From an optimization exercise on the open Yosys and OpenROAD flow, aimed at small area, a short achievable clock period and few clock cycles per item; shortcuts taken in it are not production practice. Function was checked by simulation only, so behaviour that the tests miss may differ from the original. No activity file was given, so power comes from the tool's default toggle rates.

File: design/flow/config.mk
export PLATFORM = sky130hd
export DESIGN_NAME = dt_coef_top
export DESIGN_NICKNAME = dt_coef_top
export VERILOG_FILES = /design/flow/design.v
export SDC_FILE = /design/flow/constraint.sdc
export NUM_CORES = 4
export LEC_CHECK = 0
export ABC_CLOCK_PERIOD_IN_PS = 2300
export CAP_MARGIN = 20
export CORE_MARGIN = 2
export CORE_UTILIZATION = 35
export SETUP_SLACK_MARGIN = 2.4
export SLEW_MARGIN = 20
export TNS_END_PERCENT = 10
File: design/flow/constraint.sdc
create_clock -name core_clock -period 5.0 [get_ports {clk}]
set_input_delay 1.0000 -clock core_clock [delete_from_list [all_inputs] [get_ports {clk}]]
set_output_delay 1.0000 -clock core_clock [all_outputs]
set_load 0.01 [all_outputs]
File: design/flow/design.v
`timescale 1ns/10ps
`default_nettype none
module dt_third (
    input  wire [62:0] x,
    output wire [13:0] s1,       
    input  wire [13:0] s1_q,
    output wire [13:0] s2,       
    input  wire [13:0] s2_q,
    output wire [51:0] frac,     
    output wire [10:0] e_p1,     
    output wire [10:0] e_0,
    output wire [10:0] e_m1,
    output wire [10:0] e_m2
);
    wire [52:0] m  = {1'b1, x[51:0]};
    wire [10:0] e  = x[62:52];
    function automatic [1:0] add3 (input [1:0] p, input [1:0] q);
        reg pz, qz;
        begin
            pz = ~p[1] & ~p[0];
            qz = ~q[1] & ~q[0];
            add3[1] = (pz & q[1]) | (qz & p[1]) | (p[0] & q[0]);
            add3[0] = (pz & q[0]) | (qz & p[0]) | (p[1] & q[1]);
        end
    endfunction
    wire [1:0] dig [0:26];
    genvar i;
    generate
        for (i = 0; i < 26; i = i + 1) begin : g_dig
            assign dig[i] = {m[2*i+1] & ~m[2*i], m[2*i] & ~m[2*i+1]};
        end
    endgenerate
    assign dig[26] = {1'b0, m[52]};
    generate
        for (i = 0; i < 6; i = i + 1) begin : g_grp
            assign s1[2*i+1:2*i] = add3(add3(dig[4*i], dig[4*i+1]), add3(dig[4*i+2], dig[4*i+3]));
        end
    endgenerate
    assign s1[13:12] = add3(add3(dig[24], dig[25]), dig[26]);
    wire [1:0] g0 = s1_q[1:0],  g1 = s1_q[3:2],   g2 = s1_q[5:4],  g3 = s1_q[7:6];
    wire [1:0] g4 = s1_q[9:8],  g5 = s1_q[11:10], g6 = s1_q[13:12];
    wire [1:0] a65   = add3(g6, g5);
    wire [1:0] a6543 = add3(a65, add3(g4, g3));
    wire [1:0] a21   = add3(g2, g1);
    assign s2[1:0]   = add3(a6543, a21);             
    assign s2[3:2]   = add3(a6543, g2);              
    assign s2[5:4]   = a6543;                        
    assign s2[7:6]   = add3(a65, g4);                
    assign s2[9:8]   = a65;                          
    assign s2[11:10] = g6;                           
    assign s2[13:12] = add3(add3(a6543, a21), g0);   
    wire [1:0] ab [0:5];
    assign ab[0] = s2_q[1:0];
    assign ab[1] = s2_q[3:2];
    assign ab[2] = s2_q[5:4];
    assign ab[3] = s2_q[7:6];
    assign ab[4] = s2_q[9:8];
    assign ab[5] = s2_q[11:10];
    wire [1:0] u [0:26];
    generate
        for (i = 0; i < 6; i = i + 1) begin : g_u
            wire [1:0] w32 = add3(dig[4*i+3], dig[4*i+2]);
            assign u[4*i+3] = ab[i];
            assign u[4*i+2] = add3(ab[i], dig[4*i+3]);
            assign u[4*i+1] = add3(ab[i], w32);
            assign u[4*i]   = add3(ab[i], add3(w32, dig[4*i+1]));
        end
    endgenerate
    assign u[26] = 2'd0;
    assign u[25] = dig[26];
    assign u[24] = add3(dig[26], dig[25]);
    wire [52:0] q;
    generate
        for (i = 0; i <= 26; i = i + 1) begin : g_q
            if (2*i+1 <= 52) begin : g_hi
                wire [1:0] uo = add3(u[i], {m[2*i+1], 1'b0});
                assign q[2*i+1] = (u[i] == 2'd2) | ((u[i] == 2'd1) & m[2*i+1]);
                assign q[2*i]   = (uo == 2'd1) | ((uo == 2'd2) & m[2*i]);
            end else begin : g_top
                assign q[2*i]   = (u[i] == 2'd1) | ((u[i] == 2'd2) & m[2*i]);
            end
        end
    endgenerate
    wire [1:0]  b   = s2_q[13:12];
    wire        t   = (m[52:51] == 2'b11);
    wire        z51 = (m[50:0] == 51'd0);
    wire        big = t & ~z51;
    assign frac = big ? {q[50:0], b == 2'd2} : {q[49:0], b};
    wire [10:0] e2 = t ? e - 11'd1 : e - 11'd2;
    assign e_p1 = e2 + 11'd1;
    assign e_0  = e2;
    assign e_m1 = e2 - 11'd1;
    assign e_m2 = e2 - 11'd2;
endmodule
`default_nettype wire
`timescale 1ns/10ps
`default_nettype none
module dt_times2 (
    input  wire [63:0] x,
    input  wire        ez,       
    input  wire        einf,     
    input  wire        eovf,     
    output wire [63:0] y
);
    wire [10:0] e = x[62:52];
    assign y[63]    = x[63];
    assign y[62:52] = ez ? {10'd0, x[51]} : (einf | eovf) ? 11'h7ff : e + 11'd1;
    assign y[51:1]  = ez ? x[50:0] : (eovf ? 51'd0 : x[51:1]);
    assign y[0]     = ~ez & ~eovf & x[0];
endmodule
module dt_three_half_pre (
    input  wire [62:0] p,
    output wire [3:0]  cmp,      
    input  wire [3:0]  cmp_q,
    output wire        k2,
    output wire        big,
    output wire        ez
);
    wire [52:0] m = {p[62:52] != 11'd0, p[51:0]};
    assign cmp[0] = (m[52:26] >  27'h5555555);       
    assign cmp[1] = (m[52:26] == 27'h5555555);       
    assign cmp[2] = (m[25:0]  >= 26'h1555555);       
    assign cmp[3] = (m[25:0]  >  26'h1555555);       
    assign big = cmp_q[0] | (cmp_q[1] & cmp_q[2]);
    assign k2  = cmp_q[0] | (cmp_q[1] & cmp_q[3]);
    assign ez  = (p[62:52] == 11'd0);
endmodule
module dt_three_half (
    input  wire [62:0] p,
    input  wire        k2,
    input  wire        big,
    input  wire        ez,
    input  wire        inf,
    input  wire [63:0] q,        
    output wire [63:0] st_a,     
    output wire [63:0] st_b,     
    output wire [62:0] st_c      
);
    wire [10:0] e   = p[62:52];
    wire [52:0] m   = {~ez, p[51:0]};
    wire [18:0] sa;
    dt_ks_add #(.W(18)) add_a (.a({m[16:0], 1'b1}), .b(m[17:0]), .cin(k2), .s(sa));
    wire [15:0] fra  = big ? sa[17:2] : sa[16:1];
    wire        tie  = k2 ? (m[1:0] == 2'b10) : m[0];
    wire [15:0] fra2 = inf ? 16'd0 : {fra[15:1], fra[0] & ~tie};
    assign st_a = {sa[18], sa[17], 46'd0, fra2};
    wire [18:0] sb;
    dt_ks_add #(.W(18)) add_b (.a(m[34:17]), .b(m[35:18]), .cin(q[63]), .s(sb));
    wire [17:0] frb  = big ? sb[17:0] : {sb[16:0], q[62]};
    wire [17:0] frb2 = inf ? 18'd0 : frb;
    assign st_b = {sb[18], sb[17], 28'd0, frb2, q[15:0]};
    wire [18:0] sc;
    dt_ks_add #(.W(18)) add_c (.a(m[52:35]), .b({1'b0, m[52:36]}), .cin(q[63]), .s(sc));
    wire [17:0] frc  = big ? sc[17:0] : {sc[16:0], q[62]};
    wire [10:0] ex   = big ? e + 11'd1 : (ez ? {10'd0, sc[17]} : e);
    assign st_c = inf ? {11'h7ff, 52'd0} : {ex, frc, q[33:0]};
endmodule
`default_nettype wire
module dt_ks_add #(
    parameter W = 18
) (
    input  wire [W-1:0] a,
    input  wire [W-1:0] b,
    input  wire         cin,
    output wire [W:0]   s        
);
    localparam L = 5;            
    wire [W:0] g0 = {a & b, cin};
    wire [W:0] p0 = {a ^ b, 1'b0};
    wire [W:0] g [0:L];
    wire [W:0] p [0:L];
    assign g[0] = g0;
    assign p[0] = p0;
    genvar l, k;
    generate
        for (l = 0; l < L; l = l + 1) begin : g_lvl
            for (k = 0; k <= W; k = k + 1) begin : g_bit
                if (k >= (1 << l)) begin : g_op
                    assign g[l+1][k] = g[l][k] | (p[l][k] & g[l][k - (1 << l)]);
                    assign p[l+1][k] = p[l][k] & p[l][k - (1 << l)];
                end else begin : g_pass
                    assign g[l+1][k] = g[l][k];
                    assign p[l+1][k] = p[l][k];
                end
            end
        end
    endgenerate
    assign s = {g[L][W], p0[W:1] ^ g[L][W-1:0]};
endmodule
`timescale 1ns/10ps
`default_nettype none
module dt_coef_top (
    input  wire                   clk,
    input  wire                   rst_n,
    input  wire                   start,
    input  wire [64-1:0]   delta_t,
    output wire                   mul_req_valid,
    input  wire                   mul_req_ready,
    output wire [64-1:0]   mul_req_a,
    output wire [64-1:0]   mul_req_b,
    input  wire                   mul_resp_valid,
    output wire                   mul_resp_ready,
    input  wire [64-1:0]   mul_resp_y,
    output wire [64-1:0]   coef_delta_t2,
    output wire [64-1:0]   coef_dt2,
    output wire [64-1:0]   coef_half_dt2,
    output wire [64-1:0]   coef_three2_dt2,
    output wire [64-1:0]   coef_half_dt3,
    output wire [64-1:0]   coef_third_dt3,
    output wire [64-1:0]   coef_sixth_dt3,
    output wire [64-1:0]   coef_two3_dt3,
    output wire [64-1:0]   coef_quarter_dt4,
    output wire [64-1:0]   coef_sixth_dt4,
    output wire [64-1:0]   coef_twelfth_dt4,
    output wire [64-1:0]   coef_five12_dt4,
    output wire                   done,
    output wire                   valid
);
    reg  [63:0] ra;           
    reg  [63:0] rb;           
    reg  [63:0] xq;           
    reg  [62:0] dt2_q, half2_q, half3_q, third3_q, sixth3_q, two3_q;
    reg  [62:0] quart4_q, sixth4_q, twelf4_q;
    reg         k2_q;         
    reg         big_q;        
    reg  [1:0]  t3_st;        
    reg         fin_q;        
    reg         req_q;        
    reg         busy_q;       
    reg         drop_q;       
    reg         pend_q;       
    reg         fast_q;       
    reg  [3:0]  step;         
    reg  [15:0] sdec;         
    reg  [7:0]  bsel;         
    reg         done_q;
    reg         valid_q;
    wire        take     = req_q & mul_req_ready;
    wire        held     = req_q & ~mul_req_ready;      
    wire        resp     = mul_resp_valid & rdy_q;
    wire        good     = resp & ~drop_q;
    wire        fresh    = start & ~held;               
    wire        stash    = start & held;
    wire        recopy   = resp & drop_q & pend_q;      
    wire        last     = sdec[4'd11];
    wire        fin      = good & last;
    wire        ready    = (fin | fin_q) & t3_st[1];
    wire [63:0] y        = mul_resp_y;
    wire [10:0] ye       = y[62:52];
    wire [10:0] ye_m1    = ye - 11'd1;
    wire [10:0] ye_m2    = ye - 11'd2;
    wire [10:0] ye_p1    = ye + 11'd1;
    function automatic [3:0] nxt (input [3:0] s, input f);
        if (s == 4'd15)
            nxt = 4'd0;
        else if (!f)
            nxt = s + 4'd1;
        else begin
            case (s)
                4'd0:   nxt = 4'd2;
                4'd2:   nxt = 4'd7;
                default: nxt = 4'd11;
            endcase
        end
    endfunction
    function automatic [7:0] bop (input [3:0] s);
        case (s)
            4'd1,
            4'd3:  bop = 8'b0000_0010;
            4'd4: bop = 8'b0000_0100;
            4'd5,
            4'd9: bop = 8'b0000_1000;
            4'd6:   bop = 8'b0001_0000;
            4'd8: bop = 8'b0010_0000;
            4'd10: bop = 8'b0100_0000;
            4'd11: bop = 8'b1000_0000;
            default:   bop = 8'b0000_0001;       
        endcase
    endfunction
    wire [3:0]  nstep = nxt(step, fast_q);
    wire        s_adv = ~fresh & ~recopy & good & ~last;
    wire [3:0]  step_d = fresh ? 4'd0 : recopy ? 4'd15 : s_adv ? nstep : step;
    wire        fast_in = (delta_t[62:52] >= 11'd773) && (delta_t[62:52] <= 11'd1273);
    wire [7:0]  bsel_d = fresh  ? (fast_in ? 8'b0000_0001 : 8'b0000_0010) :
                         recopy ? 8'b0000_0001 :
                         s_adv  ? bop(nxt(nstep, fast_q)) : bsel;
    always @(posedge clk) begin
        step <= step_d;
        sdec <= 16'd1 << step_d;
        bsel <= bsel_d;
    end
    wire [63:0] bnext = ({64{bsel[0]}} & xq)
                      | ({64{bsel[1]}} & 64'h3fe0_0000_0000_0000)
                      | ({64{bsel[2]}} & 64'h3fd5_5555_5555_5555)
                      | ({64{bsel[3]}} & 64'h3fc5_5555_5555_5555)
                      | ({64{bsel[4]}} & 64'h3fe5_5555_5555_5555)
                      | ({64{bsel[5]}} & 64'h3fd0_0000_0000_0000)
                      | ({64{bsel[6]}} & 64'h3fb5_5555_5555_5555)
                      | ({64{bsel[7]}} & 64'h3fda_aaaa_aaaa_aaab);
    wire ra_from_y = sdec[4'd0] | sdec[4'd2] | sdec[4'd7] | sdec[4'd15] | last;
    wire [63:0] x2;
    wire [62:0] three2;
    wire        k2_d, big_d;
    reg         xz_q, xinf_q, xovf_q;
    always @(posedge clk) begin
        xz_q   <= (xq[62:52] == 11'd0);
        xinf_q <= (xq[62:52] == 11'h7ff);
        xovf_q <= (xq[62:52] == 11'h7fe);
    end
    dt_times2 x2_i (
        .x    (xq),
        .ez   (xz_q),
        .einf (xinf_q),
        .eovf (xovf_q),
        .y    (x2)
    );
    wire        ez_d;
    reg         ez_q, inf_q;
    wire [3:0]  cmp_d;
    reg  [3:0]  cmp_q;
    dt_three_half_pre t3p_i (
        .p     (dt2_q),
        .cmp   (cmp_d),
        .cmp_q (cmp_q),
        .k2    (k2_d),
        .big   (big_d),
        .ez    (ez_d)
    );
    wire [63:0] t3_a, t3_b;
    dt_three_half t3_i (
        .p    (dt2_q),
        .k2   (k2_q),
        .big  (big_q),
        .ez   (ez_q),
        .inf  (inf_q),
        .q    (rb),
        .st_a (t3_a),
        .st_b (t3_b),
        .st_c (three2)
    );
    always @(posedge clk) begin
        cmp_q <= cmp_d;
        k2_q  <= k2_d;
        big_q <= big_d;
        ez_q  <= ez_d;
        inf_q <= (dt2_q[62:52] == 11'h7ff) | (big_q & (dt2_q[62:52] == 11'h7fe));
    end
    wire [13:0] th_s1, th_s2;
    reg  [13:0] th_s1_q, th_s2_q;
    wire [51:0] th_fr;
    wire [10:0] th_ep1, th_e0, th_em1, th_em2;
    reg         th3_1, th3_2, th3_3, th4_1, th4_2, th4_3;
    reg         rdy_q;        
    dt_third th_i (
        .x    (ra[62:0]),
        .s1   (th_s1),
        .s1_q (th_s1_q),
        .s2   (th_s2),
        .s2_q (th_s2_q),
        .frac (th_fr),
        .e_p1 (th_ep1),
        .e_0  (th_e0),
        .e_m1 (th_em1),
        .e_m2 (th_em2)
    );
    always @(posedge clk) begin
        th_s1_q <= th_s1;
        th_s2_q <= th_s2;
        th3_1   <= good & sdec[4'd2] & fast_q & ~start;
        th3_2   <= th3_1 & ~start;
        th3_3   <= th3_2 & ~start;
        th4_1   <= good & sdec[4'd7] & fast_q & ~start;
        th4_2   <= th4_1 & ~start;
        th4_3   <= th4_2 & ~start;
        rdy_q   <= ~((th3_1 | th4_1) & ~start);
    end
    wire [51:0] th_bus = fast_q ? th_fr : y[51:0];    
    always @(posedge clk or negedge rst_n) begin
        if (!rst_n) begin
            req_q   <= 1'b0;
            busy_q  <= 1'b0;
            drop_q  <= 1'b0;
            pend_q  <= 1'b0;
            done_q  <= 1'b0;
            valid_q <= 1'b0;
            fin_q   <= 1'b0;
            t3_st   <= 2'd0;
        end else begin
            if (take)
                busy_q <= 1'b1;
            else if (resp)
                busy_q <= 1'b0;
            if (fresh) begin
                drop_q <= (busy_q & ~resp) | take;
                req_q  <= ~((busy_q & ~resp) | take);
                pend_q <= 1'b0;
            end else begin
                if (stash)
                    pend_q <= 1'b1;
                else if (resp & drop_q)
                    pend_q <= 1'b0;
                if (take & pend_q)
                    drop_q <= 1'b1;
                else if (resp)
                    drop_q <= 1'b0;
                if (take)
                    req_q <= 1'b0;
                else if (resp & drop_q)
                    req_q <= 1'b1;
                else if (good)
                    req_q <= ~last;
            end
            if (start) begin
                done_q  <= 1'b0;
                valid_q <= 1'b0;
                fin_q   <= 1'b0;
            end else begin
                done_q  <= ready & ~valid_q;
                valid_q <= valid_q | ready;
                if (fin)
                    fin_q <= 1'b1;
            end
            if (fresh | recopy)
                t3_st <= 2'd0;
            else if (take & last)
                t3_st <= 2'd1;
            else if (t3_st != 2'd0 && t3_st != 2'd3)
                t3_st <= t3_st + 2'd1;
        end
    end
    always @(posedge clk) begin
        if (start)
            fast_q <= fast_in;
    end
    wire ra_cp = ~fresh & recopy;
    wire ra_y  = ~fresh & good & ra_from_y;
    wire ra_ld = fresh | ra_cp | ra_y;
    wire rb_cp = ~fresh & recopy;
    wire rb_nx = s_adv;
    wire rb_ta = ~fresh & ~recopy & take & last;
    wire rb_tb = ~fresh & ~recopy & (t3_st == 2'd1);
    wire rb_tc = ~fresh & ~recopy & (t3_st == 2'd2);
    wire rb_ld = fresh | rb_cp | rb_nx | rb_ta | rb_tb | rb_tc;
    always @(posedge clk) begin
        if (ra_ld)
            ra <= ({64{fresh}} & delta_t) | ({64{ra_cp}} & 64'h3ff0_0000_0000_0000) | ({64{ra_y}} & y);
        if (rb_ld)
            rb <= ({64{fresh}} & delta_t) | ({64{rb_cp}} & xq) | ({64{rb_nx}} & bnext)
                | ({64{rb_ta}} & t3_a) | ({64{rb_tb}} & t3_b) | ({64{rb_tc}} & {1'b0, three2});
        if (start)
            xq <= delta_t;
        else if (good & sdec[4'd7])
            xq <= x2;
        if (good & sdec[4'd0])
            dt2_q <= y[62:0];
        if (good & (sdec[4'd0] | sdec[4'd1]))
            half2_q <= {fast_q ? ye_m1 : ye, y[51:0]};
        if (good & (sdec[4'd2] & fast_q | sdec[4'd3]))
            half3_q <= {fast_q ? ye_m1 : ye, y[51:0]};
        if (th3_3 | good & sdec[4'd4])
            third3_q <= {fast_q ? th_e0 : ye, th_bus};
        if (th3_3 | good & sdec[4'd5])
            sixth3_q <= {fast_q ? th_em1 : ye, th_bus};
        if (th3_3 | good & sdec[4'd6])
            two3_q <= {fast_q ? th_ep1 : ye, th_bus};
        if (good & (sdec[4'd7] & fast_q | sdec[4'd8]))
            quart4_q <= {fast_q ? ye_m2 : ye, y[51:0]};
        if (th4_3 | good & sdec[4'd9])
            sixth4_q <= {fast_q ? th_em1 : ye, th_bus};
        if (th4_3 | good & sdec[4'd10])
            twelf4_q <= {fast_q ? th_em2 : ye, th_bus};
    end
    assign mul_req_valid    = req_q;
    assign mul_req_a        = ra;
    assign mul_req_b        = rb;
    assign mul_resp_ready   = rdy_q;
    assign coef_delta_t2    = xq;
    assign coef_dt2         = {1'b0, dt2_q};
    assign coef_half_dt2    = {1'b0, half2_q};
    assign coef_three2_dt2  = rb;
    assign coef_half_dt3    = {xq[63], half3_q};
    assign coef_third_dt3   = {xq[63], third3_q};
    assign coef_sixth_dt3   = {xq[63], sixth3_q};
    assign coef_two3_dt3    = {xq[63], two3_q};
    assign coef_quarter_dt4 = {1'b0, quart4_q};
    assign coef_sixth_dt4   = {1'b0, sixth4_q};
    assign coef_twelfth_dt4 = {1'b0, twelf4_q};
    assign coef_five12_dt4  = ra;
    assign done             = done_q;
    assign valid            = valid_q;
endmodule
`default_nettype wire
File: design/flow/flow/run.sh
#!/bin/bash
set -o pipefail
export BUFFER_PORTS_ARGS="-buffer_cell sky130_fd_sc_hd__buf_1"
bash standard.sh > standard_flow.log 2>&1
File: design/flow/standard.sh
#!/bin/bash
# synth_recipe.tcl (not shown) runs the flow's synth.tcl, then flattens the netlist and writes it again
# the make line also repeats each setting of config.mk as NAME=value (left out here)
make -C /OpenROAD-flow-scripts/flow DESIGN_CONFIG=/design/flow/config.mk WORK_HOME=/design/flow/orfs CLKGATE_MAP_FILE= SYNTH_SCRIPT=/design/flow/synth_recipe.tcl "${@:-finish}"
==> impl_results.md, run 1 <==
* Inserted Clock Buffers at 93
* Number of synthesized flops with an enable pin at 768
* Setup crit end: twelf4_q[2]
* Layout cells sized above 1 at 18.0%
* Mapped Avg Cell Area at 11.8 µm²
* Final RePlAce weighted congestion at 0.937
* HPWL Detailed at 137000 µm
* Max IR drop VDD at 279 µV
* Initial antenna violation count at 19
* R2R depth at 12
* First-pass GRT wire length at 248000 µm
* Adder-Cell Fraction of Synth Area at 5.98%
* Pleak at 19.6 nW
* Sw Share at 40.1%
* Routed Antenna Nets at 0
* Largest family of logic cells by synthesized area: compound AO/OA/AOI/OAI gates
* Clock transition at path regs at 60 ps
* Post-layout util at 45.6%
* Synth top area share at 55.3%
* Commonest non-fill, non-tap cell in the layout: buf_1
* Drc violations at 0
* Die H at 349 µm
* CP startpoint kind: register
* DR vias at 35500
* Pre-antenna DRT Iters at 7
* Core area at 0.118 mm²
* CTS Buffer Depth at 3
* Final nets at 5010
* Kind of end point of the critical path: register
* Worst Hold Class: input port to asynchronous set/reset pin
* Synthesis-to-finish area growth at 29.3%
* Switching pwr at 12.0 mW
* Max FO, Critical Path at 5
* Gr usage total at 28.7%
* Hold Vio Cnt, Final at 0
* Top cell type by total area after synthesis: edfxtp_1
* Crit path from: ra[4]
* R2r setup slk at 1850 ps
* Clock Latency Late Sink at 700 ps
* Clock power frac at 23.6%
* Worst R2R Start: ra[4]
* Total negative slack at 0 ps
* GRT overflow at 0
* Fraction of registers with async set/reset at 1.07%
* Post-synthesis mux area share at 2.01%
* Yosys Warn Count at 3
* Critical path class: register to register
* Width of the chip at 349 µm
* Synth Flop Type: edfxtp_1
* Port Buffers at 1027
* Post-Synth Simple-Gate Area at 11.5%
* R2r endpoint: twelf4_q[2]
* Seq pwr share at 35.7%
* Vias in the first global route at 32000
* F_max at 318 MHz
* Power Total at 29.9 mW
* Drt wl/cell at 29.7 µm
* H-tree level count at 3
* Starting DRT DRC Count at 4257
* Starting Density at 35.3%
* RSZ-0062 raised after global routing: yes
* Worst EP arrival at 3580 ps
* # IOs at 1033
* CTS root buffer: clkbuf_16
* # fillers at 10800
* # Max-Cap Violations at 0
* #FFs+latches synth at 840
* Highest-count cells in the layout ignoring fill and taps: buf_1 (1026), edfxtp_1 (768), nand2_1 (354)
* Hold_buf cts at 0
* Status: timing/DRC/antenna clean
* Final Cycle Share at 63.0%
* Distinct cells, synth at 91
* Worst hold slack at 286 ps
* Fin crit period at 3150 ps
* Required @ worst endpoint at 5430 ps
* Final setup fails at 0
* CTS Sinks at 840
* Row cnt at 126
* Internal at 17.9 mW
* Die area at 0.122 mm²
* PwrDens at 554 mW/mm²
* Final WL at 187000 µm
* Gate Count Post-Synth at 3529
* Comb power frac at 40.7%
* Vias per cell at 5.65
* CTS tree: done
* Xor-xnor portion of the synthesized cell area at 2.29%
* Top cells by area, synth: edfxtp_1 (55%), ha_1 (5.9%), nand2_1 (3.4%)
* Final Skew at 26.6 ps
* Pins Over Slew Limit at 0
* Max-slew headroom at 23.7%
* Tightest Pin Transition at 1140 ps
* Sequential area share after synthesis at 58.9%
* Post-Synthesis Cell Area at 0.0417 mm²
* Complex-gate fraction of the synthesized area at 13.8%
* Largest net degree at the start of global routing at 150
==> layout make-up <==
class / count / area, µm² / share of cell area, %
diodes: 2 / 5.00 / 0.00929
multi-input cells: 2224 / 17200 / 31.9
well taps: 1536 / 1920 / 3.57
repair buffers: 1328 / 6380 / 11.9
clock buffers: 111 / 2470 / 4.58
inverters: 192 / 728 / 1.35
flip-flops and latches: 840 / 24600 / 45.6
clock inverters: 55 / 592 / 1.10
==> metal layers <==
metal | track usage [%] | wire length, µm | vias up
li1 | - | - | 15400
met1 | 40.2 | 78700 | 17800
met2 | 45.5 | 86100 | 2050
met3 | 6.12 | 17400 | 244
met4 | 6.70 | 4330 | 10
met5 | 0 | 69 | -
==> power groups by stage <==
stage	combinational [mW]	sequential, mW	clock [mW]
detailed placement	9.60	10.9	0
finish	12.1	10.6	7.06
CTS	10.9	10.6	7.12
global placement	9.53	10.9	0
floorplan	6.68	10.2	0
global route	13.0	10.7	7.38
==> synth_stat cells, drive strengths merged, types with 63 or more instances <==
library cell / count
clkbuf: 114
edfxtp: 768
a21oi: 156
ha: 196
o21ai: 158
buf: 167
nor2: 184
a22o: 63
inv: 189
nand2: 373
nand3: 141
dfxtp: 63
==> cells by family (layout without fill, tap and decap cells) <==
kind of cell | count (synthesis) | in the layout
compound gates | 815 | 818
xor+xnor | 108 | 108
fa+ha+maj | 198 | 198
buf+inv | 473 | 1686
flops | 840 | 840
mux | 79 | 79
other cells | 1 | 7
simple gates | 1015 | 1016
==> flip-flops by register name, summed over array words and instances, names as in the netlist, 63 cells and up <==
signal    cells
rb           64
sixth4_q     63
two3_q       63
third3_q     63
twelf4_q     63
sixth3_q     63
dt2_q        63
ra           64
xq           64
quart4_q     63
half2_q      63
half3_q      63
==> how the worst min path moves through the flow <==
stage	startpoint	to	slack (ps)	depth (start not counted)
6_report	rst_n	valid_q	290	1
5_1_grt	rst_n	busy_q	300	1
4_1_cts	rst_n	valid_q	250	1
3_5_place_dp	cmp_q[0]	big_q	420	1
3_3_place_gp	th3_2	th3_3	420	1
2_1_floorplan	cmp_q[2]	big_q	400	1
==> metrics by stage <==
step | setup slack (ps) | area (µm²) | instances
floorplan | 2080 | 42200 | 3533
global placement | 778 | 46800 | 5859
global route | 1830 | 53900 | 6286
CTS | 1970 | 51900 | 6185
finish | 1850 | 53900 | 6288
detailed placement | 755 | 46800 | 5860
==> what timing repair did <==
item / in CTS / in global routing
endpoints found under the hold margin: 0 / 0
cloned: 5 / 1
endpoints found under the setup margin: 593 / 757
resized for setup: 176 / 243
pin swaps: 60 / 117
setup buffers: 154 / 99
==> worst max-delay path: stages (launching register included) <==
cell,delay (ps)
edfxtp_1,510
inv_2,160
ha_4,220
nand2b_4,150
and3_4,200
a311oi_4,330
buf_4,180
nor3_2,40
a311oi_2,290
a31oi_1,70
a221o_1,340
nand2b_4,170
a22o_4,240
Testbench counts, summed over its fixed seeds: cycles 4,040, sequences 192.
==> run 2: changes to the inputs <==
--- a/design/flow/design.v
+++ b/design/flow/design.v
@@ -4,8 +4,8 @@
     input  wire [62:0] x,
     output wire [13:0] s1,       
     input  wire [13:0] s1_q,
-    output wire [13:0] s2,       
-    input  wire [13:0] s2_q,
+    output wire [14:0] s2,       
+    input  wire [14:0] s2_q,
     output wire [51:0] frac,     
     output wire [10:0] e_p1,     
     output wire [10:0] e_0,
@@ -49,6 +49,7 @@
     assign s2[9:8]   = a65;                          
     assign s2[11:10] = g6;                           
     assign s2[13:12] = add3(add3(a6543, a21), g0);   
+    assign s2[14]    = big;                          
     wire [1:0] ab [0:5];
     assign ab[0] = s2_q[1:0];
     assign ab[1] = s2_q[3:2];
@@ -60,10 +61,11 @@
     generate
         for (i = 0; i < 6; i = i + 1) begin : g_u
             wire [1:0] w32 = add3(dig[4*i+3], dig[4*i+2]);
+            wire [1:0] a3  = add3(ab[i], dig[4*i+3]);
             assign u[4*i+3] = ab[i];
-            assign u[4*i+2] = add3(ab[i], dig[4*i+3]);
+            assign u[4*i+2] = a3;
             assign u[4*i+1] = add3(ab[i], w32);
-            assign u[4*i]   = add3(ab[i], add3(w32, dig[4*i+1]));
+            assign u[4*i]   = add3(a3, add3(dig[4*i+2], dig[4*i+1]));
         end
     endgenerate
     assign u[26] = 2'd0;
@@ -81,11 +83,12 @@
             end
         end
     endgenerate
-    wire [1:0]  b   = s2_q[13:12];
     wire        t   = (m[52:51] == 2'b11);
     wire        z51 = (m[50:0] == 51'd0);
     wire        big = t & ~z51;
-    assign frac = big ? {q[50:0], b == 2'd2} : {q[49:0], b};
+    wire [1:0]  b   = s2_q[13:12];
+    wire        bq  = s2_q[14];
+    assign frac = bq ? {q[50:0], b == 2'd2} : {q[49:0], b};
     wire [10:0] e2 = t ? e - 11'd1 : e - 11'd2;
     assign e_p1 = e2 + 11'd1;
     assign e_0  = e2;
@@ -134,26 +137,32 @@
     input  wire [63:0] q,        
     output wire [63:0] st_a,     
     output wire [63:0] st_b,     
-    output wire [62:0] st_c      
+    output wire [63:0] st_c,     
+    output wire [62:0] st_d      
 );
     wire [10:0] e   = p[62:52];
     wire [52:0] m   = {~ez, p[51:0]};
-    wire [18:0] sa;
-    dt_ks_add #(.W(18)) add_a (.a({m[16:0], 1'b1}), .b(m[17:0]), .cin(k2), .s(sa));
-    wire [15:0] fra  = big ? sa[17:2] : sa[16:1];
+    wire [14:0] sa;
+    dt_ks_add #(.W(14)) add_a (.a({m[12:0], 1'b1}), .b(m[13:0]), .cin(k2), .s(sa));
+    wire [11:0] fra  = big ? sa[13:2] : sa[12:1];
     wire        tie  = k2 ? (m[1:0] == 2'b10) : m[0];
-    wire [15:0] fra2 = inf ? 16'd0 : {fra[15:1], fra[0] & ~tie};
-    assign st_a = {sa[18], sa[17], 46'd0, fra2};
-    wire [18:0] sb;
-    dt_ks_add #(.W(18)) add_b (.a(m[34:17]), .b(m[35:18]), .cin(q[63]), .s(sb));
-    wire [17:0] frb  = big ? sb[17:0] : {sb[16:0], q[62]};
-    wire [17:0] frb2 = inf ? 18'd0 : frb;
-    assign st_b = {sb[18], sb[17], 28'd0, frb2, q[15:0]};
-    wire [18:0] sc;
-    dt_ks_add #(.W(18)) add_c (.a(m[52:35]), .b({1'b0, m[52:36]}), .cin(q[63]), .s(sc));
-    wire [17:0] frc  = big ? sc[17:0] : {sc[16:0], q[62]};
-    wire [10:0] ex   = big ? e + 11'd1 : (ez ? {10'd0, sc[17]} : e);
-    assign st_c = inf ? {11'h7ff, 52'd0} : {ex, frc, q[33:0]};
+    wire [11:0] fra2 = inf ? 12'd0 : {fra[11:1], fra[0] & ~tie};
+    assign st_a = {sa[14], sa[13], 50'd0, fra2};
+    wire [14:0] sb;
+    dt_ks_add #(.W(14)) add_b (.a(m[26:13]), .b(m[27:14]), .cin(q[63]), .s(sb));
+    wire [13:0] frb  = big ? sb[13:0] : {sb[12:0], q[62]};
+    wire [13:0] frb2 = inf ? 14'd0 : frb;
+    assign st_b = {sb[14], sb[13], 36'd0, frb2, q[11:0]};
+    wire [14:0] sc;
+    dt_ks_add #(.W(14)) add_c (.a(m[40:27]), .b(m[41:28]), .cin(q[63]), .s(sc));
+    wire [13:0] frc  = big ? sc[13:0] : {sc[12:0], q[62]};
+    wire [13:0] frc2 = inf ? 14'd0 : frc;
+    assign st_c = {sc[14], sc[13], 22'd0, frc2, q[25:0]};
+    wire [12:0] sd;
+    dt_ks_add #(.W(12)) add_d (.a(m[52:41]), .b({1'b0, m[52:42]}), .cin(q[63]), .s(sd));
+    wire [11:0] frd  = big ? sd[11:0] : {sd[10:0], q[62]};
+    wire [10:0] ex   = big ? e + 11'd1 : (ez ? {10'd0, sd[11]} : e);
+    assign st_d = inf ? {11'h7ff, 52'd0} : {ex, frd, q[39:0]};
 endmodule
 `default_nettype wire
 module dt_ks_add #(
@@ -223,7 +232,7 @@
     reg  [62:0] quart4_q, sixth4_q, twelf4_q;
     reg         k2_q;         
     reg         big_q;        
-    reg  [1:0]  t3_st;        
+    reg  [2:0]  t3_st;        
     reg         fin_q;        
     reg         req_q;        
     reg         busy_q;       
@@ -244,7 +253,7 @@
     wire        recopy   = resp & drop_q & pend_q;      
     wire        last     = sdec[4'd11];
     wire        fin      = good & last;
-    wire        ready    = (fin | fin_q) & t3_st[1];
+    wire        ready    = (fin | fin_q) & (t3_st[2] | (t3_st == 3'd3));
     wire [63:0] y        = mul_resp_y;
     wire [10:0] ye       = y[62:52];
     wire [10:0] ye_m1    = ye - 11'd1;
@@ -326,7 +335,7 @@
         .big   (big_d),
         .ez    (ez_d)
     );
-    wire [63:0] t3_a, t3_b;
+    wire [63:0] t3_a, t3_b, t3_c;
     dt_three_half t3_i (
         .p    (dt2_q),
         .k2   (k2_q),
@@ -336,7 +345,8 @@
         .q    (rb),
         .st_a (t3_a),
         .st_b (t3_b),
-        .st_c (three2)
+        .st_c (t3_c),
+        .st_d (three2)
     );
     always @(posedge clk) begin
         cmp_q <= cmp_d;
@@ -345,8 +355,10 @@
         ez_q  <= ez_d;
         inf_q <= (dt2_q[62:52] == 11'h7ff) | (big_q & (dt2_q[62:52] == 11'h7fe));
     end
-    wire [13:0] th_s1, th_s2;
-    reg  [13:0] th_s1_q, th_s2_q;
+    wire [13:0] th_s1;
+    wire [14:0] th_s2;
+    reg  [13:0] th_s1_q;
+    reg  [14:0] th_s2_q;
     wire [51:0] th_fr;
     wire [10:0] th_ep1, th_e0, th_em1, th_em2;
     reg         th3_1, th3_2, th3_3, th4_1, th4_2, th4_3;
@@ -384,7 +396,7 @@
             done_q  <= 1'b0;
             valid_q <= 1'b0;
             fin_q   <= 1'b0;
-            t3_st   <= 2'd0;
+            t3_st   <= 3'd0;
         end else begin
             if (take)
                 busy_q <= 1'b1;
@@ -421,11 +433,11 @@
                     fin_q <= 1'b1;
             end
             if (fresh | recopy)
-                t3_st <= 2'd0;
+                t3_st <= 3'd0;
             else if (take & last)
-                t3_st <= 2'd1;
-            else if (t3_st != 2'd0 && t3_st != 2'd3)
-                t3_st <= t3_st + 2'd1;
+                t3_st <= 3'd1;
+            else if (t3_st != 3'd0 && t3_st != 3'd4)
+                t3_st <= t3_st + 3'd1;
         end
     end
     always @(posedge clk) begin
@@ -438,15 +450,17 @@
     wire rb_cp = ~fresh & recopy;
     wire rb_nx = s_adv;
     wire rb_ta = ~fresh & ~recopy & take & last;
-    wire rb_tb = ~fresh & ~recopy & (t3_st == 2'd1);
-    wire rb_tc = ~fresh & ~recopy & (t3_st == 2'd2);
-    wire rb_ld = fresh | rb_cp | rb_nx | rb_ta | rb_tb | rb_tc;
+    wire rb_tb = ~fresh & ~recopy & (t3_st == 3'd1);
+    wire rb_tc = ~fresh & ~recopy & (t3_st == 3'd2);
+    wire rb_td = ~fresh & ~recopy & (t3_st == 3'd3);
+    wire rb_ld = fresh | rb_cp | rb_nx | rb_ta | rb_tb | rb_tc | rb_td;
     always @(posedge clk) begin
         if (ra_ld)
             ra <= ({64{fresh}} & delta_t) | ({64{ra_cp}} & 64'h3ff0_0000_0000_0000) | ({64{ra_y}} & y);
         if (rb_ld)
             rb <= ({64{fresh}} & delta_t) | ({64{rb_cp}} & xq) | ({64{rb_nx}} & bnext)
-                | ({64{rb_ta}} & t3_a) | ({64{rb_tb}} & t3_b) | ({64{rb_tc}} & {1'b0, three2});
+                | ({64{rb_ta}} & t3_a) | ({64{rb_tb}} & t3_b) | ({64{rb_tc}} & t3_c)
+                | ({64{rb_td}} & {1'b0, three2});
         if (start)
             xq <= delta_t;
         else if (good & sdec[4'd7])
==> impl_results.md, run 2 <==
* Status: timing/DRC/antenna clean
* Setup crit end: rb[62]
* Max-slew headroom at 28.9%
* Max FO, Critical Path at 5
* Commonest non-fill, non-tap cell in the layout: buf_1
* Row cnt at 126
* Synth Flop Type: edfxtp_1
* Top cells by count, synth: edfxtp_1 (768), nand2_1 (352), nor2_1 (257)
* Most common cell in the synthesized netlist: edfxtp_1
* Worst slack, placed at 926 ps
* Width of the chip at 350 µm
* Starting DRT DRC Count at 3639
* Max IR drop VDD at 281 µV
* Yosys Warn Count at 4
* Sequential cell area at 0.0246 mm²
* Distinct cells, synth at 88
* Worst R2R Start: dt2_q[28]
* Final Cycle Share at 61.6%
* Synthesis-to-finish area growth at 28.4%
* Final WL at 181000 µm
* Total negative slack at 0 ps
* CTS tree: done
* Post-Synthesis Cell Area at 0.0419 mm²
* Top cell type by total area after synthesis: edfxtp_1
* Mapped Avg Cell Area at 11.8 µm²
* Synth top area share at 55.0%
* Critical path class: register to register
* Fin crit period at 3080 ps
* Hold Vio Cnt, Final at 0
* Worst Slack Setup Final at 1920 ps
* # fillers at 11000
* Clock Latency Late Sink at 710 ps
* Area post-placement at 0.0469 mm²
* Inserted Clock Buffers at 93
* R2r endpoint: rb[62]
* Routed Antenna Nets at 0
* Layout cells sized above 1 at 17.1%
* Die H at 350 µm
* Kind of end point of the critical path: register
* R2r setup slk at 1920 ps
* # Max-Cap Violations at 0
* Largest net degree at the start of global routing at 65
* Worst Hold Class: input port to asynchronous set/reset pin
* Final nets at 5033
* PwrDens at 544 mW/mm²
* CTS Buffer Depth at 3
* CTS root buffer: clkbuf_16
* First-pass GRT wire length at 242000 µm
* Fraction of registers with async set/reset at 1.19%
* Highest-count cells in the layout ignoring fill and taps: buf_1 (1025), edfxtp_1 (768), nand2_1 (333)
* Starting Density at 35.4%
* CTS Sinks at 842
* F_max at 325 MHz
* Vias per cell at 5.48
* GRT overflow at 0
* Final Skew at 37.6 ps
* Drc violations at 0
* R2R depth at 10
* Worst hold slack at 342 ps
* Fin area at 0.0538 mm²
* Vias in the first global route at 32100
* Required @ worst endpoint at 5410 ps
* Tightest Pin Transition at 1060 ps
* Pins Over Slew Limit at 0
* Die area at 0.123 mm²
* RSZ-0062 raised after global routing: yes
* CP startpoint kind: register
* H-tree level count at 3
* # IOs at 1033
* Crit path from: dt2_q[28]
* Pleak at 19.7 nW
* Hold_buf cts at 0
* Initial antenna violation count at 23
* Drt wl/cell at 28.5 µm
* Number of synthesized flops with an enable pin at 768
* #FFs+latches synth at 842
* Gr usage total at 27.8%
* HPWL Detailed at 132000 µm
* Sequential area share after synthesis at 58.7%
* Clock transition at path regs at 70 ps
* Final RePlAce weighted congestion at 0.913
* Final setup fails at 0
* Port Buffers at 1027
* Gate Count Post-Synth at 3554
* Core area at 0.118 mm²
* Multi-input logic area at 0.0171 mm²
* Largest regs: ra (64), rb (64), xq (64)
* Top cells by area, synth: edfxtp_1 (55%), ha_1 (6.5%), nand2_1 (3.2%)
* Pre-antenna DRT Iters at 7
* DR vias at 34900
* Worst EP arrival at 3490 ps
[run 2: cell count changes after synthesis, sizes merged, moves of 20 or more]
cell    previous run  this run
nor2             184       257
nor2b             43        76
a221o             33        70
nand2            373       352
nand2b            56        25
a31oi             45        24
a211oi            12        32
ha               196       219
nand3            141       120
[run 2: cell type report]
| cell class | count | share of cell area (%) |
|---|---|---|
| inverter | 186 | 1.37 |
| timing repair buffer | 1297 | 11.4 |
| antenna | 7 | 0.0325 |
| clock inverter | 56 | 1.29 |
| multi-input combinational | 2258 | 31.8 |
| tap | 1600 | 3.72 |
| clock buffer | 115 | 4.67 |
| sequential | 842 | 45.7 |
[run 2: cells by family after synthesis]
logic type,Yosys count,share of synthesized area [%]
flip-flops,842,58.7
multiplexers,66,1.68
adder cells (fa/ha/maj),222,6.68
AO/OA/AOI/OAI,814,13.8
other,1,0.00895
buffers and inverters,462,5.38
XOR/XNOR,109,2.28
AND/OR/NAND/NOR,1038,11.5
[run 2: through the flow]
step	total power, mW	util, %	std cells
after floorplan	16.3	-	3558
after global placement	19.7	39.6	5951
after detailed placement	19.7	39.6	5951
after CTS	28.3	44.2	6277
after global routing	30.5	45.5	6359
final	29.3	45.5	6361
[run 2: power by group]
part | internal, mW | switching (mW) | total (mW) | leakage (nW)
clock network | 4.31 | 3.03 | 7.34 | 1.55
registers | 9.13 | 1.28 | 10.4 | 7.85
logic | 4.33 | 7.18 | 11.5 | 10.3
[run 2: metal layers]
layer | GRT usage (%) | up-vias | routed length [µm]
met5 | 0 | - | 80
met4 | 9.71 | 12 | 6150
met3 | 5.97 | 279 | 15700
met2 | 45.6 | 1864 | 86000
met1 | 36.3 | 17300 | 73300
li1 | - | 15400 | -
[run 2: worst min-delay path by stage]
stage / from / endpoint / slack, ps / cells after the start
after floorplan: th_s1_q[12] / th_s2_q[10] / 400 / 0
after CTS: rst_n / done_q / 330 / 1
after detailed placement: cmp_q[2] / big_q / 430 / 1
after global placement: th4_2 / th4_3 / 420 / 1
final: rst_n / valid_q / 340 / 1
after global routing: rst_n / valid_q / 350 / 1
[run 2: what timing repair did]
action | CTS | global route
gates resized for setup | 225 | 207
cloned | 2 | 4
setup buffers | 153 | 73
pin swaps | 87 | 73
setup endpoints to repair | 532 | 665
[run 2: critical path: stages (launching register included)]
cell,delay (ps)
edfxtp_1,530
fa_2,400
nand2b_1,100
a21oi_2,70
o21ba_4,240
o2111ai_4,220
nand2_2,100
o41ai_4,380
mux2_4,340
a221oi_2,260
o221ai_1,160
Testbench counts of run 2, summed over its fixed seeds: cycles 4,040, sequences 192.
==> run 3: changes to the inputs <==
--- a/design/flow/design.v
+++ b/design/flow/design.v
@@ -4,8 +4,8 @@
     input  wire [62:0] x,
     output wire [13:0] s1,       
     input  wire [13:0] s1_q,
-    output wire [14:0] s2,       
-    input  wire [14:0] s2_q,
+    output wire [15:0] s2,       
+    input  wire [15:0] s2_q,
     output wire [51:0] frac,     
     output wire [10:0] e_p1,     
     output wire [10:0] e_0,
@@ -50,6 +50,7 @@
     assign s2[11:10] = g6;                           
     assign s2[13:12] = add3(add3(a6543, a21), g0);   
     assign s2[14]    = big;                          
+    assign s2[15]    = t;                            
     wire [1:0] ab [0:5];
     assign ab[0] = s2_q[1:0];
     assign ab[1] = s2_q[3:2];
@@ -89,11 +90,15 @@
     wire [1:0]  b   = s2_q[13:12];
     wire        bq  = s2_q[14];
     assign frac = bq ? {q[50:0], b == 2'd2} : {q[49:0], b};
-    wire [10:0] e2 = t ? e - 11'd1 : e - 11'd2;
-    assign e_p1 = e2 + 11'd1;
-    assign e_0  = e2;
-    assign e_m1 = e2 - 11'd1;
-    assign e_m2 = e2 - 11'd2;
+    wire        tq = s2_q[15];
+    wire [10:0] d1 = e - 11'd1;
+    wire [10:0] d2 = e - 11'd2;
+    wire [10:0] d3 = e - 11'd3;
+    wire [10:0] d4 = e - 11'd4;
+    assign e_p1 = tq ? e  : d1;
+    assign e_0  = tq ? d1 : d2;
+    assign e_m1 = tq ? d2 : d3;
+    assign e_m2 = tq ? d3 : d4;
 endmodule
 `default_nettype wire
 `timescale 1ns/10ps
@@ -356,9 +361,9 @@
         inf_q <= (dt2_q[62:52] == 11'h7ff) | (big_q & (dt2_q[62:52] == 11'h7fe));
     end
     wire [13:0] th_s1;
-    wire [14:0] th_s2;
+    wire [15:0] th_s2;
     reg  [13:0] th_s1_q;
-    reg  [14:0] th_s2_q;
+    reg  [15:0] th_s2_q;
     wire [51:0] th_fr;
     wire [10:0] th_ep1, th_e0, th_em1, th_em2;
     reg         th3_1, th3_2, th3_3, th4_1, th4_2, th4_3;
--- a/design/flow/config.mk
+++ b/design/flow/config.mk
@@ -9,6 +9,7 @@
 export CAP_MARGIN = 20
 export CORE_MARGIN = 2
 export CORE_UTILIZATION = 35
+export PLACE_DENSITY = 0.8
 export SETUP_SLACK_MARGIN = 2.4
 export SLEW_MARGIN = 20
 export TNS_END_PERCENT = 10
==> impl_results.md, run 3 <==
* Critical path class: register to register
* Final WL at 182000 µm
* Row cnt at 127
* CP peak stage delay at 450 ps
* CTS tree: done
* Max-slew headroom at 20.7%
* Initial antenna violation count at 26
* HPWL Detailed at 133000 µm
* CTS Sinks at 843
* Highest-count cells in the layout ignoring fill and taps: buf_1 (1025), edfxtp_1 (768), nand2_1 (353)
* Final nets at 5007
* Starting DRT DRC Count at 4978
* Port Buffers at 1027
* Most used cell, CP: a21oi_2
* Routed Antenna Nets at 0
* Seq pwr share at 37.0%
* #FFs+latches synth at 843
* Total negative slack at 0 ps
* Tightest Pin Transition at 1180 ps
* Drt wl/cell at 28.7 µm
* Top cell type by total area after synthesis: edfxtp_1
* Mapped Avg Cell Area at 11.8 µm²
* Final Skew at 27.7 ps
* CTS root buffer: clkbuf_16
* Layout cells sized above 1 at 15.2%
* Pins Over Slew Limit at 0
* Vias in the first global route at 32300
* Pre-antenna DRT Iters at 8
* Internal at 17.0 mW
* Core area at 0.119 mm²
* Sw Share at 39.9%
* Final cell count without fillers at 6357
* Kind of end point of the critical path: register
* Final setup fails at 0
* Cell breakdown of the critical path: buf_4 > inv_2 > fa_2 > o21bai_4 > a21oi_2 > o211ai_1 > a21oi_2 > o41a_1 > buf_4 > xor2_2 > o21ai_2 > a21oi_2 > a211o_1
* Pleak at 19.3 nW
* Distinct cells, synth at 92
* CP max stage cell: o41a_1
* Width of the chip at 350 µm
* Drc violations at 0
* Inserted Clock Buffers at 91
* Status: timing/DRC/antenna clean
* Max FO, Critical Path at 2
* Clock power frac at 24.1%
* PwrDens at 534 mW/mm²
* CP startpoint kind: register
* Die area at 0.123 mm²
* Top cells by count, synth: edfxtp_1 (768), nand2_1 (366), nor2_1 (236)
* Top cells by area, synth: edfxtp_1 (55%), ha_1 (6.4%), nand2_1 (3.3%)
* Fin crit period at 3050 ps
* Final Cycle Share at 60.9%
* RSZ-0062 raised after global routing: yes
* Sequential area share after synthesis at 58.7%
* DR vias at 36200
* Inst Count DP at 5970
* Synth top area share at 55.0%
* Vias per cell at 5.70
* Hold Vio Cnt, Final at 0
* Fraction of registers with async set/reset at 1.19%
* Most common cell in the synthesized netlist: edfxtp_1
* Gate Count Post-Synth at 3564
* Worst EP arrival at 3500 ps
* Worst Hold Class: input port to asynchronous set/reset pin
* CTS Buffer Depth at 3
* Final RePlAce weighted congestion at 0.973
* Clock transition at path regs at 60 ps
* # IOs at 1033
* F_max at 328 MHz
* Gr usage total at 27.9%
* Largest net degree at the start of global routing at 144
* Largest regs: ra (64), rb (64), xq (64)
* Starting Density at 35.2%
* Switching pwr at 11.3 mW
* Yosys Warn Count at 4
* GRT overflow at 0
* Synth Flop Type: edfxtp_1
* First-pass GRT wire length at 242000 µm
* # Max-Cap Violations at 0
* Post-Synthesis Cell Area at 0.0420 mm²
* Power Total at 28.3 mW
* Required @ worst endpoint at 5450 ps
* Comb power frac at 38.9%
* Synthesis-to-finish area growth at 26.3%
* Commonest non-fill, non-tap cell in the layout: buf_1
* Number of synthesized flops with an enable pin at 768
* Clock Latency Late Sink at 720 ps
* Max IR drop VDD at 351 µV
* H-tree level count at 3
* Die H at 350 µm
run 3: cell count changes after synthesis, sizes merged, moves of 9 or more:
cell and change:
nor2 -20, a221oi -12, xor2 +17, nand2 +15
o221ai -9, a21o -17, xnor2 -15, clkbuf +12
a21oi +31, a221o +16
run 3: worst max-delay path, delay by kind of cell, from the launching register on:
kind	cells	cell delay, ps
XOR/XNOR	1	150
buffers and inverters	3	330
adder cells (fa/ha/maj)	1	380
AO/OA/AOI/OAI	8	1560
flip-flops	1	380
run 3: worst paths after layout:
kind | from | endpoint | slack (ps) | depth (start not counted)
min | rst_n | t3_st[0] | 280 | 1
max in group asynchronous | rst_n | fin_q | 4290 | 1
min in group core_clock | cmp_q[2] | big_q | 420 | 1
max reg2reg | rb[63] | rb[24] | 1950 | 13
max | rb[63] | rb[24] | 1950 | 13
min reg2reg | cmp_q[2] | big_q | 420 | 1
run 3: per-layer routing:
metal / vias to the layer above / global-route usage, % / wire [µm]
li1: 15400 / - / -
met1: 17600 / 37.0 / 71600
met2: 2784 / 41.3 / 79300
met3: 458 / 9.49 / 23300
met4: 10 / 11.9 / 8160
met5: - / 0 / 67
run 3: power by group through the flow:
stage               Clock, mW  Sequential (mW)  Combinational (mW)
floorplan                   0             10.1                6.14
global placement            0             10.6                8.58
detailed placement          0             10.7                8.77
CTS                      6.88             10.4                9.90
global route             7.13             10.5                11.7
finish                   6.81             10.5                11.0
run 3: cells by family after synthesis:
family / count (synthesis) / share of synthesized area (%)
AO/OA/AOI/OAI: 843 / 14.1
flip-flops: 843 / 58.7
AND/OR/NAND/NOR: 1018 / 11.3
other: 1 / 0.00894
buffers and inverters: 464 / 5.40
adder cells (fa/ha/maj): 219 / 6.59
XOR/XNOR: 111 / 2.32
multiplexers: 65 / 1.63
run 3: cell type report:
class / count / area [µm²]
tap: 1612 / 2020
fill: 10600 / 66400
multi-input combinational: 2263 / 16700
timing repair buffer: 1276 / 5960
antenna: 17 / 42.5
clock inverter: 53 / 536
inverter: 180 / 707
sequential: 843 / 24600
clock buffer: 113 / 2400
run 3: repair_timing:
item                                   CTS  global route
buffers inserted                       129            73
gates resized for setup                174           188
endpoints found under the hold margin    0             0
pin swaps                               63            65
cloned                                   1             1
hold buffers                             0             0
setup endpoints to repair              498           555
run 3: through the flow:
stage	worst slack, ps	utilization (%)	hold WS (ps)	cell area (µm²)
floorplan	2150	-	403	42200
global placement	947	39.3	410	46900
detailed placement	847	39.3	412	46900
CTS	2000	43.2	233	51500
global route	1890	44.4	307	53000
finish	1950	44.4	282	53000
Testbench counts of run 3, summed over its fixed seeds: cycles 4,040, sequences 192.
==> run 4: changes to the inputs <==
--- a/design/flow/config.mk
+++ b/design/flow/config.mk
@@ -9,6 +9,8 @@
 export CAP_MARGIN = 20
 export CORE_MARGIN = 2
 export CORE_UTILIZATION = 35
+export CTS_CLUSTER_DIAMETER = 50
+export CTS_CLUSTER_SIZE = 18
 export PLACE_DENSITY = 0.8
 export SETUP_SLACK_MARGIN = 2.4
 export SLEW_MARGIN = 20
==> impl_results.md, run 4 <==
* Final setup fails at 0
* Worst slack, placed at 847 ps
* Gate Count Post-Synth at 3564
* Top cell type by total area after synthesis: edfxtp_1
* Fin area at 0.0536 mm²
* Post-Synthesis Cell Area at 0.0420 mm²
* Routed Antenna Nets at 0
* Synth top area share at 55.0%
* Core area at 0.119 mm²
* H-tree level count at 3
* Drt wl/cell at 28.5 µm
* Distinct cells, synth at 92
* Largest family of logic cells by synthesized area: compound AO/OA/AOI/OAI gates
* CTS tree: done
* GRT overflow at 0
* Gr usage total at 27.8%
* RSZ-0062 raised after global routing: yes
* Fraction of registers with async set/reset at 1.19%
* Clock Latency Late Sink at 750 ps
* Port Buffers at 1027
* CTS Sinks at 843
* Worst hold slack at 239 ps
* Top cells by area, synth: edfxtp_1 (55%), ha_1 (6.4%), nand2_1 (3.3%)
* GR met1 Demand/Resource at 36.7%
* Mapped Avg Cell Area at 11.8 µm²
* Xor-xnor portion of the synthesized cell area at 2.32%
* Clock power frac at 26.9%
* Worst Slack Setup Final at 1760 ps
* Drc violations at 0
* Total negative slack at 0 ps
* Worst EP arrival at 3720 ps
* Most used cell, CP: nor2_1
* DR vias at 36000
* Width of the chip at 350 µm
* Layout cells sized above 1 at 15.9%
* Die H at 350 µm
* CTS root buffer: clkbuf_16
* Sequential cell area at 0.0246 mm²
* Top cells by count, synth: edfxtp_1 (768), nand2_1 (366), nor2_1 (236)
* Met3 Use GR at 9.77%
* Sw Share at 40.3%
* Clock transition at path regs at 70 ps
* Post-Synth Simple-Gate Area at 11.3%
* Largest net degree at the start of global routing at 144
* Met2 global-route usage at 41.5%
* CTS Buffer Depth at 3
* Most common cell in the synthesized netlist: edfxtp_1
* PwrDens at 546 mW/mm²
* Max-slew headroom at 24.3%
* Synth Flop Type: edfxtp_1
* Kind of end point of the critical path: register
* Cell breakdown of the critical path: buf_4 > ha_1 > a221oi_2 > nor2_1 > nor2_1 > a21oi_1 > a31oi_1 > mux2i_1 > mux2_2
* R2R depth at 9
* Power Total at 29.2 mW
* Post-synthesis mux area share at 1.63%
* Max IR drop VDD at 307 µV
* Tightest Pin Transition at 1140 ps
* Commonest non-fill, non-tap cell in the layout: buf_1
* Top Usage Layer GRT: met2
* Switching pwr at 11.8 mW
* F_max at 309 MHz
* Internal at 17.5 mW
* Area post-placement at 0.0469 mm²
* Hold Vio Cnt, Final at 0
* Hold_buf cts at 0
* Die area at 0.123 mm²
* Final Cycle Share at 64.8%
* Largest regs: ra (64), rb (64), xq (64)
* Highest-count cells in the layout ignoring fill and taps: buf_1 (1025), edfxtp_1 (768), nand2_1 (352)
* Pleak at 19.6 nW
* Final RePlAce weighted congestion at 0.973
* Final nets at 5018
* # fillers at 10500
* Adder-Cell Fraction of Synth Area at 6.59%
* Max FO, Critical Path at 6
* Starting DRT DRC Count at 4757
* Final WL at 182000 µm
* Complex-gate fraction of the synthesized area at 14.1%
* #FFs+latches synth at 843
* First-pass GRT wire length at 242000 µm
* Yosys Warn Count at 4
* Pre-antenna DRT Iters at 7
* Synthesis-to-finish area growth at 27.8%
* Inserted Clock Buffers at 96
* CP startpoint kind: register
* Number of synthesized flops with an enable pin at 768
* Worst Hold Class: input port to asynchronous set/reset pin
* Final Skew at 72.5 ps
* Comb power frac at 37.4%
* Status: timing/DRC/antenna clean
* Pins Over Slew Limit at 0
* CP peak stage delay at 600 ps
* Row cnt at 127
* Critical path class: register to register
* # Max-Cap Violations at 0
* CP max stage cell: a221oi_2
* Sequential area share after synthesis at 58.7%
* Multi-input logic area at 0.0166 mm²
* Vias in the first global route at 32300
* Vias per cell at 5.64
* Fin crit period at 3240 ps
* Seq pwr share at 35.7%
* Required @ worst endpoint at 5480 ps
* HPWL Detailed at 133000 µm
* # IOs at 1033
* Starting Density at 35.2%
* Initial antenna violation count at 22
==> run 4: timing repair <==
item,CTS,global route
gates resized for setup,149,197
pin swaps,49,77
gates cloned,1,1
endpoints found under the setup margin,515,578
buffers inserted,131,77
==> run 4: final timing paths <==
check	endpoint	from	slack [ps]
worst min-delay path	t3_st[0]	rst_n	240
worst max register to register	sixth3_q[38]	ra[39]	1760
max in group asynchronous	fin_q	rst_n	4280
worst max-delay path	sixth3_q[38]	ra[39]	1760
min in group core_clock	big_q	cmp_q[2]	430
worst min register to register	big_q	cmp_q[2]	430
==> run 4: cell families after synthesis <==
group,Yosys count
compound gates,843
other cells,1
fa+ha+maj,219
xor+xnor,111
flops,843
buf+inv,464
mux,65
simple gates,1018
==> run 4: layout make-up <==
cell class | instances | area share (%)
repair buffers | 1282 | 11.2
flip-flops and latches | 843 | 45.9
diodes | 16 | 0.0747
inverters | 180 | 1.32
well taps | 1612 | 3.76
multi-input cells | 2263 | 30.9
clock inverters | 78 | 2.27
clock buffers | 99 | 4.50
==> run 4: power groups by stage <==
stage | Sequential, mW | Combinational, mW | Clock, mW
floorplan | 10.1 | 6.14 | 0
global placement | 10.6 | 8.58 | 0
detailed placement | 10.7 | 8.77 | 0
CTS | 10.4 | 9.82 | 7.93
global route | 10.5 | 11.7 | 8.18
finish | 10.5 | 10.9 | 7.87
==> run 4: metrics by stage <==
| step | std cells | util [%] |
|---|---|---|
| final | 6373 | 44.9 |
| after global routing | 6362 | 44.9 |
| after CTS | 6279 | 43.7 |
| after detailed placement | 5970 | 39.3 |
| after global placement | 5970 | 39.3 |
| after floorplan | 3568 | - |
==> run 4: layer usage <==
layer | up-vias | routed length (µm)
li1 | 15400 | -
met1 | 17500 | 70500
met2 | 2616 | 79500
met3 | 394 | 23700
met4 | 8 | 7760
met5 | - | 55
==> run 4: worst max-delay path, delay by kind of cell, from the launching register on <==
kind / cells / cell delay, ps
fa+ha+maj: 1 / 250
mux: 2 / 700
buf+inv: 1 / 220
flops: 1 / 520
simple gates: 2 / 300
compound gates: 3 / 970
==> run 5: changes to the inputs <==
--- a/design/flow/config.mk
+++ b/design/flow/config.mk
@@ -9,9 +9,7 @@
 export CAP_MARGIN = 20
 export CORE_MARGIN = 2
 export CORE_UTILIZATION = 35
-export CTS_CLUSTER_DIAMETER = 50
-export CTS_CLUSTER_SIZE = 18
-export PLACE_DENSITY = 0.8
+export PLACE_DENSITY = 0.9
 export SETUP_SLACK_MARGIN = 2.4
 export SLEW_MARGIN = 20
 export TNS_END_PERCENT = 10
==> impl_results.md, run 5 <==
* Largest regs: ra (64), rb (64), xq (64)
* Die area at 0.123 mm²
* Power Total at 29.1 mW
* Vias in the first global route at 33100
* Max FO, Critical Path at 5
* Commonest non-fill, non-tap cell in the layout: buf_1
* CTS tree: done
* Initial antenna violation count at 30
* Fin crit period at 3120 ps
* Highest-count cells in the layout ignoring fill and taps: buf_1 (1026), edfxtp_1 (768), nand2_1 (350)
* Status: timing/DRC/antenna clean
* Synthesis-to-finish area growth at 28.1%
* Row cnt at 127
* Sequential cell area at 0.0246 mm²
* CP startpoint kind: register
* Kind of end point of the critical path: register
* # IOs at 1033
* Starting DRT DRC Count at 4862
* Port Buffers at 1027
* Number of synthesized flops with an enable pin at 768
* CTS Buffer Depth at 3
* Total negative slack at 0 ps
* First-pass GRT wire length at 244000 µm
* Tightest Pin Transition at 1160 ps
* Sequential area share after synthesis at 58.7%
* Post-Synthesis Cell Area at 0.0420 mm²
* Clock Latency Late Sink at 720 ps
* Top cells by count, synth: edfxtp_1 (768), nand2_1 (366), nor2_1 (236)
* Pleak at 19.6 nW
* Mapped Avg Cell Area at 11.8 µm²
* Drc violations at 0
* Worst EP arrival at 3550 ps
* Distinct cells, synth at 92
* Routed Antenna Nets at 0
* Fin area at 0.0538 mm²
* Worst Hold Class: input port to asynchronous set/reset pin
* CTS root buffer: clkbuf_16
* Final WL at 187000 µm
* RSZ-0062 raised after global routing: yes
* Top cell type by total area after synthesis: edfxtp_1
* Die H at 350 µm
* # fillers at 10500
* R2r setup slk at 1880 ps
* Top cells by area, synth: edfxtp_1 (55%), ha_1 (6.4%), nand2_1 (3.3%)
* Yosys Warn Count at 4
* Pins Over Slew Limit at 0
* Drt wl/cell at 29.1 µm
* Area post-placement at 0.0469 mm²
* Final Skew at 40.1 ps
* GRT overflow at 0
* Synth Flop Type: edfxtp_1
* Layout cells sized above 1 at 17.2%
* F_max at 321 MHz
* Starting Density at 35.2%
* Final setup fails at 0
* Worst hold slack at 296 ps
* CTS Sinks at 843
* Pre-antenna DRT Iters at 13
* Multi-input logic area at 0.0170 mm²
* PwrDens at 540 mW/mm²
* Hold Vio Cnt, Final at 0
* Max IR drop VDD at 318 µV
* Critical path class: register to register
* #FFs+latches synth at 843
* Gate Count Post-Synth at 3564
* HPWL Detailed at 135000 µm
* Fraction of registers with async set/reset at 1.19%
* Inserted Clock Buffers at 90
* H-tree level count at 3
* Synth top area share at 55.0%
* DR vias at 37000
* Most common cell in the synthesized netlist: edfxtp_1
* Gr usage total at 28.2%
* Final nets at 5061
* Final RePlAce weighted congestion at 0.991
* # Max-Cap Violations at 0
* Width of the chip at 350 µm
* Required @ worst endpoint at 5430 ps
* Largest net degree at the start of global routing at 79
* Final Cycle Share at 62.4%
* Core area at 0.119 mm²
* Max-slew headroom at 21.8%
* Vias per cell at 5.77
* Clock transition at path regs at 60 ps
run 5: cell counts after synthesis:
Identical to the previous run, type by type.
run 5: worst paths after layout:
| path | startpoint | to | depth (start not counted) |
|---|---|---|---|
| min in group core_clock | th_s1_q[12] | th_s2_q[10] | 0 |
| max in group asynchronous | rst_n | drop_q | 1 |
| hold reg to reg | th_s1_q[12] | th_s2_q[10] | 0 |
| setup reg to reg | ra[6] | third3_q[6] | 10 |
| setup / recovery | ra[6] | third3_q[6] | 10 |
| hold / removal | rst_n | done_q | 1 |
run 5: kinds of logic after synthesis:
logic type               synth area share [%]
AND/OR/NAND/NOR                          11.3
other                                 0.00894
buffers and inverters                    5.40
adder cells (fa/ha/maj)                  6.59
flip-flops                               58.7
multiplexers                             1.63
AO/OA/AOI/OAI                            14.1
XOR/XNOR                                 2.32
run 5: worst max-delay path, stage by stage (launching register included):
cell	delay, ps
edfxtp_1	420
inv_2	110
buf_12	140
ha_4	190
a221oi_1	810
nor2_1	200
nor2_1	170
a21oi_1	90
a31oi_1	240
mux2i_1	140
mux2_2	340
run 5: per-layer routing:
layer | part of all wire, % | wire length, µm | global-route usage (%) | vias to the layer above
met4 | 4.7 | 8830 | 11.8 | 18
li1 | - | - | - | 15500
met2 | 44 | 82200 | 42.9 | 3112
met3 | 14 | 26800 | 11.5 | 602
met5 | 0.081 | 151 | 0 | -
met1 | 37 | 68900 | 35.5 | 17800
run 5: final cells by class:
class                      instances  share of cell area [%]
inverter                         180                    1.34
sequential                       843                    45.8
clock inverter                    57                   0.924
tap                             1612                    3.75
antenna                           16                  0.0745
clock buffer                     110                    4.45
timing repair buffer            1328                    12.0
multi-input combinational       2266                    31.6
run 5: what timing repair did:
item	CTS	global route
hold buffers	0	0
gates resized for setup	223	239
setup endpoints to repair	572	716
hold endpoints to repair	0	0
pin swaps	74	97
setup buffers	150	104
cloned	1	4
run 5: report_power, final:
group | switching [mW] | internal, mW
Clock | 3.00 | 3.71
Combinational | 7.31 | 4.48
Sequential | 1.42 | 9.13
run 5: per-stage QoR:
step	utilization (%)	cells	setup slack, ps
6_report	45.0	6412	1880
5_1_grt	45.0	6399	1820
4_1_cts	43.5	6288	1940
3_5_place_dp	39.3	5970	933
3_3_place_gp	39.3	5969	970
2_1_floorplan	-	3568	2150

## what the ideal ports hide
The flow's constraints put no driver on any port. The routed layouts listed below were extracted and timed again, unchanged, in two steps.
Step 1 sets driving cells, clkbuf_16 on the clock port and buf_2 on the other inputs (assumed; they add their load-dependent delay and slew).
Step 2 adds t to the input delays and takes it off the output delays; t is the mean of the earliest and latest rising clock arrival at the registers after step 1. Input paths then give back, and output paths get back, about the clock's delay inside the block.
Three values: ideal ports, drivers, drivers and shift; two values: the first two.
run | shift t [ns] | setup WS [ns] | latest minus earliest clock arrival (ns) | cell pins on the clock port's net
run 1 | 0.765 | 1.851 / 1.851 / 1.378 | 0.027 / 0.028 | 1
run 2 | 0.766 | 1.921 / 1.921 / 1.484 | 0.044 / 0.043 | 1
run 3 | 0.782 | 1.953 / 1.953 / 1.242 | 0.027 / 0.028 | 1
run 4 | 0.790 | 1.761 / 1.761 / 1.196 | 0.078 / 0.078 | 1
run 5 | 0.776 | 1.880 / 1.880 / 1.391 | 0.044 / 0.043 | 1
After both steps setup and hold are still met in every run listed. The setup slack of run 3, which loses most, moves by 0.000 ns with the drivers and by -0.711 ns with both steps.
